This is an optimization exercise on Yosys and OpenROAD, whose aim is small area, not a production implementation.
Function was checked by simulation only, so behaviour that the tests miss may differ from the original.

// matmul_scheduler
module matmul_scheduler #(
  parameter int PE_COUNT    = 4,
  parameter int RAM_SIZE    = 128,
  parameter int QUEUE_DEPTH = 2,
  parameter int TIMEOUT     = 65535
) (
  input  logic                     clk,
  input  logic                     rst,
  input  logic                     job_valid,
  output logic                     job_ready,
  input  logic [31:0]              job_M,
  input  logic [31:0]              job_N,
  input  logic [31:0]              job_P,
  input  logic [31:0]              job_left_offset,
  input  logic [31:0]              job_right_offset,
  input  logic [31:0]              job_result_offset,
  output logic [31:0]              M,
  output logic [31:0]              N,
  output logic [31:0]              P,
  output logic [31:0]              left_offset,
  output logic [31:0]              right_offset,
  output logic [31:0]              result_offset,
  output logic [PE_COUNT-1:0][1:0] start_signal,
  input  logic [PE_COUNT-1:0]      pe_done,
  output logic                     busy,
  output logic                     job_done,
  output logic                     job_error,
  output logic [31:0]              cycle_count
);
  localparam logic [2:0] S_IDLE  = 3'd0;
  localparam logic [2:0] S_CHECK = 3'd1;
  localparam logic [2:0] S_START = 3'd2;
  localparam logic [2:0] S_RUN   = 3'd3;
  localparam logic [2:0] S_ABORT = 3'd4;
  localparam logic [2:0] S_DONE  = 3'd5;
  logic [2:0] state_q, state_d;
  logic       st_idle, st_check, st_start, st_run, st_abort, st_done;
  assign st_idle  = (state_q == S_IDLE);
  assign st_check = (state_q == S_CHECK);
  assign st_start = (state_q == S_START);
  assign st_run   = (state_q == S_RUN);
  assign st_abort = (state_q == S_ABORT);
  assign st_done  = (state_q == S_DONE);
  logic in_flag, in_over;
  over_chk u_in (.a(job_M[7:0]), .b(job_N[7:0]), .off(job_left_offset[7:0]),
                 .fail(in_over));
  assign in_flag = (job_M[7:0] == '0) | (job_N[7:0] == '0) |
                   (job_P[7:0] == '0) |
                   (|{job_M[31:8], job_N[31:8], job_P[31:8],
                      job_left_offset[31:8], job_right_offset[31:8],
                      job_result_offset[31:8]}) | in_over;
  ...
Size: ~440 I/O pins.
==> flow/config.mk <==
export PLATFORM = sky130hd
export DESIGN_NAME = matmul_scheduler
export DESIGN_NICKNAME = matmul_scheduler
export VERILOG_FILES = /design/flow/design.v
export SDC_FILE = /design/flow/constraint.sdc
export NUM_CORES = 4
export LEC_CHECK = 0
export CAP_MARGIN = 20
export CORE_MARGIN = 2
export CORE_UTILIZATION = 70
export CTS_BUF_LIST = sky130_fd_sc_hd__clkbuf_8
export CTS_CLUSTER_DIAMETER = 60
export CTS_CLUSTER_SIZE = 16
export SLEW_MARGIN = 20
==> flow/constraint.sdc <==
create_clock -name core_clock -period 12.0 [get_ports {clk}]
set_input_delay 2.4000 -clock core_clock [delete_from_list [all_inputs] [get_ports {clk}]]
set_output_delay 2.4000 -clock core_clock [all_outputs]
set_load 0.01 [all_outputs]
standard.sh (not shown) runs the stock make flow with config.mk's settings and CLKGATE_MAP_FILE= SYNTH_SCRIPT=/design/flow/synth_recipe.tcl, a recipe that flattens the netlist after the stock synthesis.
==> flow/flow/run.sh <==
#!/bin/bash
# Own layout flow: the standard ORFS flow (standard.sh) with two changes.
#  1. Synthesis: the same Yosys script as standard.sh's (synth_recipe.tcl and
#     ORFS synth.tcl), but ABC maps the logic with an area-oriented script
#     (abc_area_map.script beside this file). Registers are mapped before ABC
#     runs, so they keep the standard synthesis's names and cells; this is
#     checked below and the standard netlist is used if they differ.
#     The buffers Yosys puts on pass-through outputs are buf_1.
#  2. Port buffers: buffer_ports uses sky130_fd_sc_hd__buf_1 for every input
#     and output port instead of the default cell.
# Every tool's output goes to a log file of its own in the work folder.
set -euo pipefail
W=$PWD
F=$W/flow
RES=$W/orfs/results/$FLOW_PLATFORM/matmul_scheduler/base
export BUFFER_PORTS_ARGS="-inputs -outputs -buffer_cell sky130_fd_sc_hd__buf_1"

bash standard.sh synth > $W/log_synth_standard.log 2>&1

# own synthesis, in a separate ORFS work folder
python3 - "$FLOW_HOME/scripts/synth.tcl" "$W/own_synth.tcl" "$F/abc_area_map.script" <<'PY'
import sys
src, dst, abc = sys.argv[1:4]
s = open(src).read()
hook = "source $::env(SCRIPTS_DIR)/synth_preamble.tcl\n"
assert hook in s
s = s.replace(hook, hook + (
    "set i [lsearch $abc_args -script]\n"
    "set abc_args [lreplace $abc_args [expr {$i+1}] [expr {$i+1}] {%s}]\n" % abc), 1)
open(dst, "w").write(s)
PY
sed "s#source \$::env(SCRIPTS_DIR)/synth.tcl#source $W/own_synth.tcl#" synth_recipe.tcl > $W/own_synth_recipe.tcl
grep -q "own_synth.tcl" $W/own_synth_recipe.tcl
make -C "$FLOW_HOME" DESIGN_CONFIG=$W/config.mk WORK_HOME=$W/orfs_own CLKGATE_MAP_FILE= \
  SYNTH_SCRIPT=$W/own_synth_recipe.tcl synth > $W/log_synth_own.log 2>&1 || true
OWN=$W/orfs_own/results/$FLOW_PLATFORM/matmul_scheduler/base/1_2_yosys.v

# use the own netlist only if its registers match the standard one's
if [[ -f $OWN ]] && python3 - "$RES/1_2_yosys.v" "$OWN" > $W/log_register_check.log 2>&1 <<'PY'
import re, sys
def regs(path):
    txt = open(path).read()
    return sorted(re.findall(r"^\s*(sky130_fd_sc_hd__(?:s?e?df|dl)\w*)\s+(\S+)\s*\(", txt, re.M))
a, b = regs(sys.argv[1]), regs(sys.argv[2])
print("standard registers:", len(a), "own registers:", len(b))
sys.exit(0 if a == b and len(a) > 0 else 1)
PY
then
  echo "using own synthesis netlist" >> $W/log_register_check.log
  cp $RES/1_2_yosys.v $W/standard_1_2_yosys.v
  # pass-through buffers (outputs tied together or to a constant) as buf_1
  sed 's/^\(\s*\)sky130_fd_sc_hd__buf_4 /\1sky130_fd_sc_hd__buf_1 /' $OWN > $RES/1_2_yosys.v
  rm -f $RES/1_synth.odb $RES/1_synth.sdc
else
  echo "registers differ: keeping the standard netlist" >> $W/log_register_check.log
fi

# the rest of the standard flow, up to out/final.def
bash standard.sh > $W/log_layout.log 2>&1
Other scripts of this flow, unchanged in this note and not shown: flow/flow/abc_area_map.script
The first run ran to the end with no violations.
Rerun with:
--- a/flow/flow/run.sh
+++ b/flow/flow/run.sh
@@ -9,4 +9,5 @@
 #  2. Port buffers: buffer_ports uses sky130_fd_sc_hd__buf_1 for every input
 #     and output port instead of the default cell.
+#  3. Clock tree synthesis inserts no dummy loads.
 # Every tool's output goes to a log file of its own in the work folder.
 set -euo pipefail
@@ -15,4 +16,7 @@
 RES=$W/orfs/results/$FLOW_PLATFORM/matmul_scheduler/base
 export BUFFER_PORTS_ARGS="-inputs -outputs -buffer_cell sky130_fd_sc_hd__buf_1"
+# clock tree: ORFS's CTS arguments with config.mk's buffer and clustering
+# settings, plus -dont_use_dummy_load (no load-balancing dummy inverters)
+export CTS_ARGS="-sink_clustering_enable -repair_clock_nets -sink_clustering_size 16 -sink_clustering_max_diameter 60 -buf_list sky130_fd_sc_hd__clkbuf_8 -dont_use_dummy_load"
 
 bash standard.sh synth > $W/log_synth_standard.log 2>&1
Effect:
- The changed run passed the timing, DRC and antenna checks
- cell area came out lower by 0.66%
- die area stays the same
- non-clock buffer count is unchanged
- area after synthesis stays the same

## what the ideal ports hide
The results above use ideal ports. As a check the final layouts listed here were re-extracted and re-timed, cells and wires unchanged. Step 1, drivers: a clkbuf_16 drives clk and a buf_2 each remaining input, both assumed. Step 2 times the ports against the registers' clock, not the clock port: input delays grow and output delays shrink by t, the midpoint of the rising clock arrivals with the driver on. a / b / c = no drivers / after step 1 / after step 2; a / b = the first two.
run | shift t [ns] | slack for setup (ns) | hold WS [ns] | worst setup path after step 2 | latest minus earliest clock arrival (ns)
the first run | 0.649 | 4.453 / 4.453 / 4.453 | 0.462 / 0.462 / 0.462 | register to register | 0.021 / 0.021
the second run | 0.634 | 4.468 / 4.468 / 4.468 | 0.460 / 0.460 / 0.460 | register to register | 0.036 / 0.036
After both steps setup and hold are still met in every run listed.
